Context: an optimization exercise on an open-source flow, tuned for small area. The choices shown serve that exercise and are no tape-out recipe.
The RTL was checked by simulation tests, not by an equivalence proof against the original design.
Power figures rest on the tool's default switching activity, not on a simulated workload. No driver is modelled on the clock port, so clocking that relies on it looks cheaper here than on a real chip.

Design mips_cpu, start of the top module:
module mips_cpu (
    input  wire logic                        clk,
    input  wire logic                        clk_en,
    input  wire logic                        reset,
    input  wire logic [32-1:0] r_data,    
    output logic                             wr_en,
    output logic [32-1:0]      mem_addr,
    output logic [32-1:0]      w_data
);
    mips_pkg::state_t      st;
    logic [4:0]  ph;
    logic        pol;
    logic [31:1] rf_q;        
    logic        pc_q;        
    logic [9:0]  mar;         
    logic [31:0] wd;          
    logic        c;           
    logic        cp;          
    logic        flag;        
    logic        x1, x2;      
    logic [5:0] op;
    logic [4:0] rs, rt, rd;
    assign op = r_data[31:26];
    assign rs = r_data[25:21];
    assign rt = r_data[20:16];
    assign rd = r_data[15:11];
    logic is_r, is_j, is_beq, is_bne, is_addi, is_lw, is_sw;
    assign is_r    = (op == mips_pkg::OP_R);
    assign is_j    = (op == mips_pkg::OP_J);
    assign is_beq  = (op == mips_pkg::OP_BEQ);
    assign is_bne  = (op == mips_pkg::OP_BNE);
    assign is_addi = (op == mips_pkg::OP_ADDI);
    assign is_lw   = (op == mips_pkg::OP_LW);
    assign is_sw   = (op == mips_pkg::OP_SW);
    logic s_boot, s_d, s_ex, s_slt, s_br, s_swl, s_sws, s_lw, s_pc, s_pcs;
    assign s_boot = (st == mips_pkg::st_boot);
    assign s_d    = (st == mips_pkg::st_d);
    assign s_ex   = (st == mips_pkg::st_ex);
    assign s_slt  = (st == mips_pkg::st_slt);
    assign s_br   = (st == mips_pkg::st_br);
    assign s_swl  = (st == mips_pkg::st_swl);
    assign s_sws  = (st == mips_pkg::st_sws);
    assign s_lw   = (st == mips_pkg::st_lw);
    assign s_pc   = (st == mips_pkg::st_pc);
    assign s_pcs  = (st == mips_pkg::st_pcs);
    logic ph0, ph2, last, av;
  ...
Size in the first run: about 2700 cells after synthesis, ~1100 flip-flops, ~32000 um^2 of cells after synthesis.
Settings: LEC_CHECK=0, CAP_MARGIN=20, CORE_MARGIN=2, CORE_UTILIZATION=70, SLEW_MARGIN=20, SYNTH_HIERARCHICAL=1; clock period 10.0 ns.
standard.sh (not shown) runs the stock make flow with config.mk's settings and CLKGATE_MAP_FILE= SYNTH_SCRIPT=/design/flow/synth_recipe.tcl, a recipe that flattens the netlist after the stock synthesis.
==> flow/flow/run.sh <==
#!/bin/bash
# The standard layout, with buf_1 port buffers and a clock tree of
# clkbuf_8 leaf clusters without dummy loads. standard.sh's output goes to
# standard.log; ORFS keeps each tool's log under orfs/logs.
export BUFFER_PORTS_ARGS="-buffer_cell sky130_fd_sc_hd__buf_1"
export CTS_ARGS="-sink_clustering_enable -repair_clock_nets -dont_use_dummy_load -buf_list sky130_fd_sc_hd__clkbuf_8 -sink_clustering_size 20 -sink_clustering_max_diameter 70"
export SKIP_REPAIR_TIE_FANOUT=1
bash standard.sh > standard.log 2>&1
Next try:
--- a/flow/flow/run.sh
+++ b/flow/flow/run.sh
@@ -2 +2 @@
-# The standard layout, with buf_1 port buffers and a clock tree of
+# The standard layout, with buf_1 port buffers and a clock tree of up to 20-sink
@@ -4 +4,2 @@
-# standard.log; ORFS keeps each tool's log under orfs/logs.
+# standard.log; ORFS keeps each tool's log under orfs/logs. Tie cells are
+# not split per load (SKIP_REPAIR_TIE_FANOUT).
What happened:
- non-clock buffer count stays the same
- critical path depth is unchanged
- utilization does not change
- final area does not change
Next try:
==> flow/flow/run.sh (replaced) <==
#!/bin/bash
# The standard layout, with buf_1 port buffers and a clock tree of
# clkbuf_8 leaf clusters without dummy loads. standard.sh's output goes to
# standard.log; ORFS keeps each tool's log under orfs/logs.
export BUFFER_PORTS_ARGS="-buffer_cell sky130_fd_sc_hd__buf_1"
export CTS_ARGS="-sink_clustering_enable -repair_clock_nets -dont_use_dummy_load -buf_list sky130_fd_sc_hd__clkbuf_8 -sink_clustering_size 16 -sink_clustering_max_diameter 200"
export SKIP_REPAIR_TIE_FANOUT=1
bash standard.sh > standard.log 2>&1
Cell area came out higher by 0.74%.
Clock-buffer cell count came out higher by 17.
Total power came out higher by 2.5%.
Sequential share of layout area came out lower by 0.48 points.
Sequential power barely changes.
Worst setup slack gets worse by 0.032 ns.
Next try:
--- a/flow/flow/run.sh
+++ b/flow/flow/run.sh
@@ -6 +6 @@
-export CTS_ARGS="-sink_clustering_enable -repair_clock_nets -dont_use_dummy_load -buf_list sky130_fd_sc_hd__clkbuf_8 -sink_clustering_size 16 -sink_clustering_max_diameter 200"
+export CTS_ARGS="-sink_clustering_enable -repair_clock_nets -dont_use_dummy_load -buf_list sky130_fd_sc_hd__clkbuf_8 -sink_clustering_size 22 -sink_clustering_max_diameter 60"
Outcome:
- The changed run completed with no timing, DRC or antenna violations
- total power went down by a few percent
- worst setup slack gets better by 0.034 ns
- via count came out lower slightly
- synthesized area is unchanged
- hold slack gains 0.0089 ns

mips_cpu, a different RTL version from the one above (not shown whole).
Size in the first run: roughly 2800 cells after synthesis, ~1100 flip-flops, roughly 100 I/O pins, ~33000 um^2 of cells after synthesis.
Design mips_cpu, start of the top module:
module mips_cpu (
    input  wire logic                        clk,
    input  wire logic                        clk_en,
    input  wire logic                        reset,
    input  wire logic [32-1:0] r_data,    
    output logic                             wr_en,
    output logic [32-1:0]      mem_addr,
    output logic [32-1:0]      w_data
);
Settings: LEC_CHECK=0, CAP_MARGIN=20, CORE_MARGIN=2, CORE_UTILIZATION=80, SLEW_MARGIN=20, SYNTH_HIERARCHICAL=1; clock period 10.0 ns.
==> flow/flow/run.sh <==
#!/bin/bash
# The standard layout, with buf_1 port buffers and a clock tree of
# clkbuf_16 leaf clusters without dummy loads. standard.sh's output goes to
# standard.log; ORFS keeps each tool's log under orfs/logs.
export BUFFER_PORTS_ARGS="-buffer_cell sky130_fd_sc_hd__buf_1"
export CTS_ARGS="-sink_clustering_enable -repair_clock_nets -dont_use_dummy_load -buf_list sky130_fd_sc_hd__clkbuf_16 -sink_clustering_size 30 -sink_clustering_max_diameter 200"
bash standard.sh > standard.log 2>&1
Rerun with:
==> flow/flow/run.sh (replaced) <==
#!/bin/bash
# The standard layout, with buf_1 port buffers and a clock tree of
# clkbuf_8 leaf clusters without dummy loads. standard.sh's output goes to
# standard.log; ORFS keeps each tool's log under orfs/logs.
export BUFFER_PORTS_ARGS="-buffer_cell sky130_fd_sc_hd__buf_1"
export CTS_ARGS="-sink_clustering_enable -repair_clock_nets -dont_use_dummy_load -buf_list sky130_fd_sc_hd__clkbuf_8 -sink_clustering_size 16 -sink_clustering_max_diameter 200"
bash standard.sh > standard.log 2>&1
--- a/flow/config.mk
+++ b/flow/config.mk
@@ -8,5 +8,5 @@
 export CAP_MARGIN = 20
 export CORE_MARGIN = 2
-export CORE_UTILIZATION = 80
+export CORE_UTILIZATION = 70
 export SLEW_MARGIN = 20
 export SYNTH_HIERARCHICAL = 1
The new run passed the timing, design-rule and antenna checks; global-route usage went down by 5.9 points; cell count went up by 3.4%; core utilization went down by 10 points; area after synthesis is unchanged; sequential share of layout area went down by 0.14 points; die area went up by 14%; wire length went down by 9.1%; via count went down by 3.2%; combinational power went down by 3.0%; sequential cell count stays the same; worst hold slack hardly moves.
Rerun with:
==> flow/flow/run.sh (replaced) <==
#!/bin/bash
# The standard layout, with buf_1 port buffers and a clock tree of
# clkbuf_8 leaf clusters without dummy loads. standard.sh's output goes to
# standard.log; ORFS keeps each tool's log under orfs/logs.
export BUFFER_PORTS_ARGS="-buffer_cell sky130_fd_sc_hd__buf_1"
export CTS_ARGS="-sink_clustering_enable -repair_clock_nets -dont_use_dummy_load -buf_list sky130_fd_sc_hd__clkbuf_8 -sink_clustering_size 17 -sink_clustering_max_diameter 200"
bash standard.sh > standard.log 2>&1
--- a/flow/config.mk
+++ b/flow/config.mk
@@ -8,5 +8,5 @@
 export CAP_MARGIN = 20
 export CORE_MARGIN = 2
-export CORE_UTILIZATION = 70
+export CORE_UTILIZATION = 80
 export SLEW_MARGIN = 20
 export SYNTH_HIERARCHICAL = 1
Result:
- flip-flop and latch count stays the same
- worst setup slack gains 0.040 ns
- final cell count is lower by a few percent

[separate check: timing with driven ports]
The results above use ideal ports. As a check the final layouts listed here were re-extracted and re-timed, cells and wires unchanged.
Step 1, drivers: a clkbuf_16 drives clk and a buf_2 each remaining input, both assumed.
Step 2 adds t to the input delays and takes it off the output delays; t is the mean of the earliest and latest rising clock arrival at the registers after step 1. Input paths then give back, and output paths get back, about the clock's delay inside the block.
Three values: ideal, step 1, step 2; two values: the first two.
run	t (ns)	setup slack, ns	slew at the worst register clock pin (ns)	worst data-port slew with drivers (ns)
the first run of note 1	0.714	3.742 / 3.771 / 3.057	0.12 / 0.12	0.07
the second run of note 1	0.714	3.742 / 3.771 / 3.057	0.12 / 0.12	0.07
the third run of note 1	0.704	3.710 / 3.738 / 3.034	0.11 / 0.11	0.07
the fourth run of note 1	0.720	3.744 / 3.776 / 3.057	0.13 / 0.13	0.07
the first run of note 2	0.639	4.503 / 4.539 / 3.899	0.13 / 0.13	0.11
the second run of note 2	0.692	4.520 / 4.507 / 3.816	0.11 / 0.11	0.11
the third run of note 2	0.685	4.559 / 4.581 / 3.905	0.12 / 0.12	0.12
After both steps setup and hold are still met in every run listed. For the second run of note 2, which loses most, drivers alone change the setup slack by -0.013 ns; drivers and shift together by -0.704 ns.
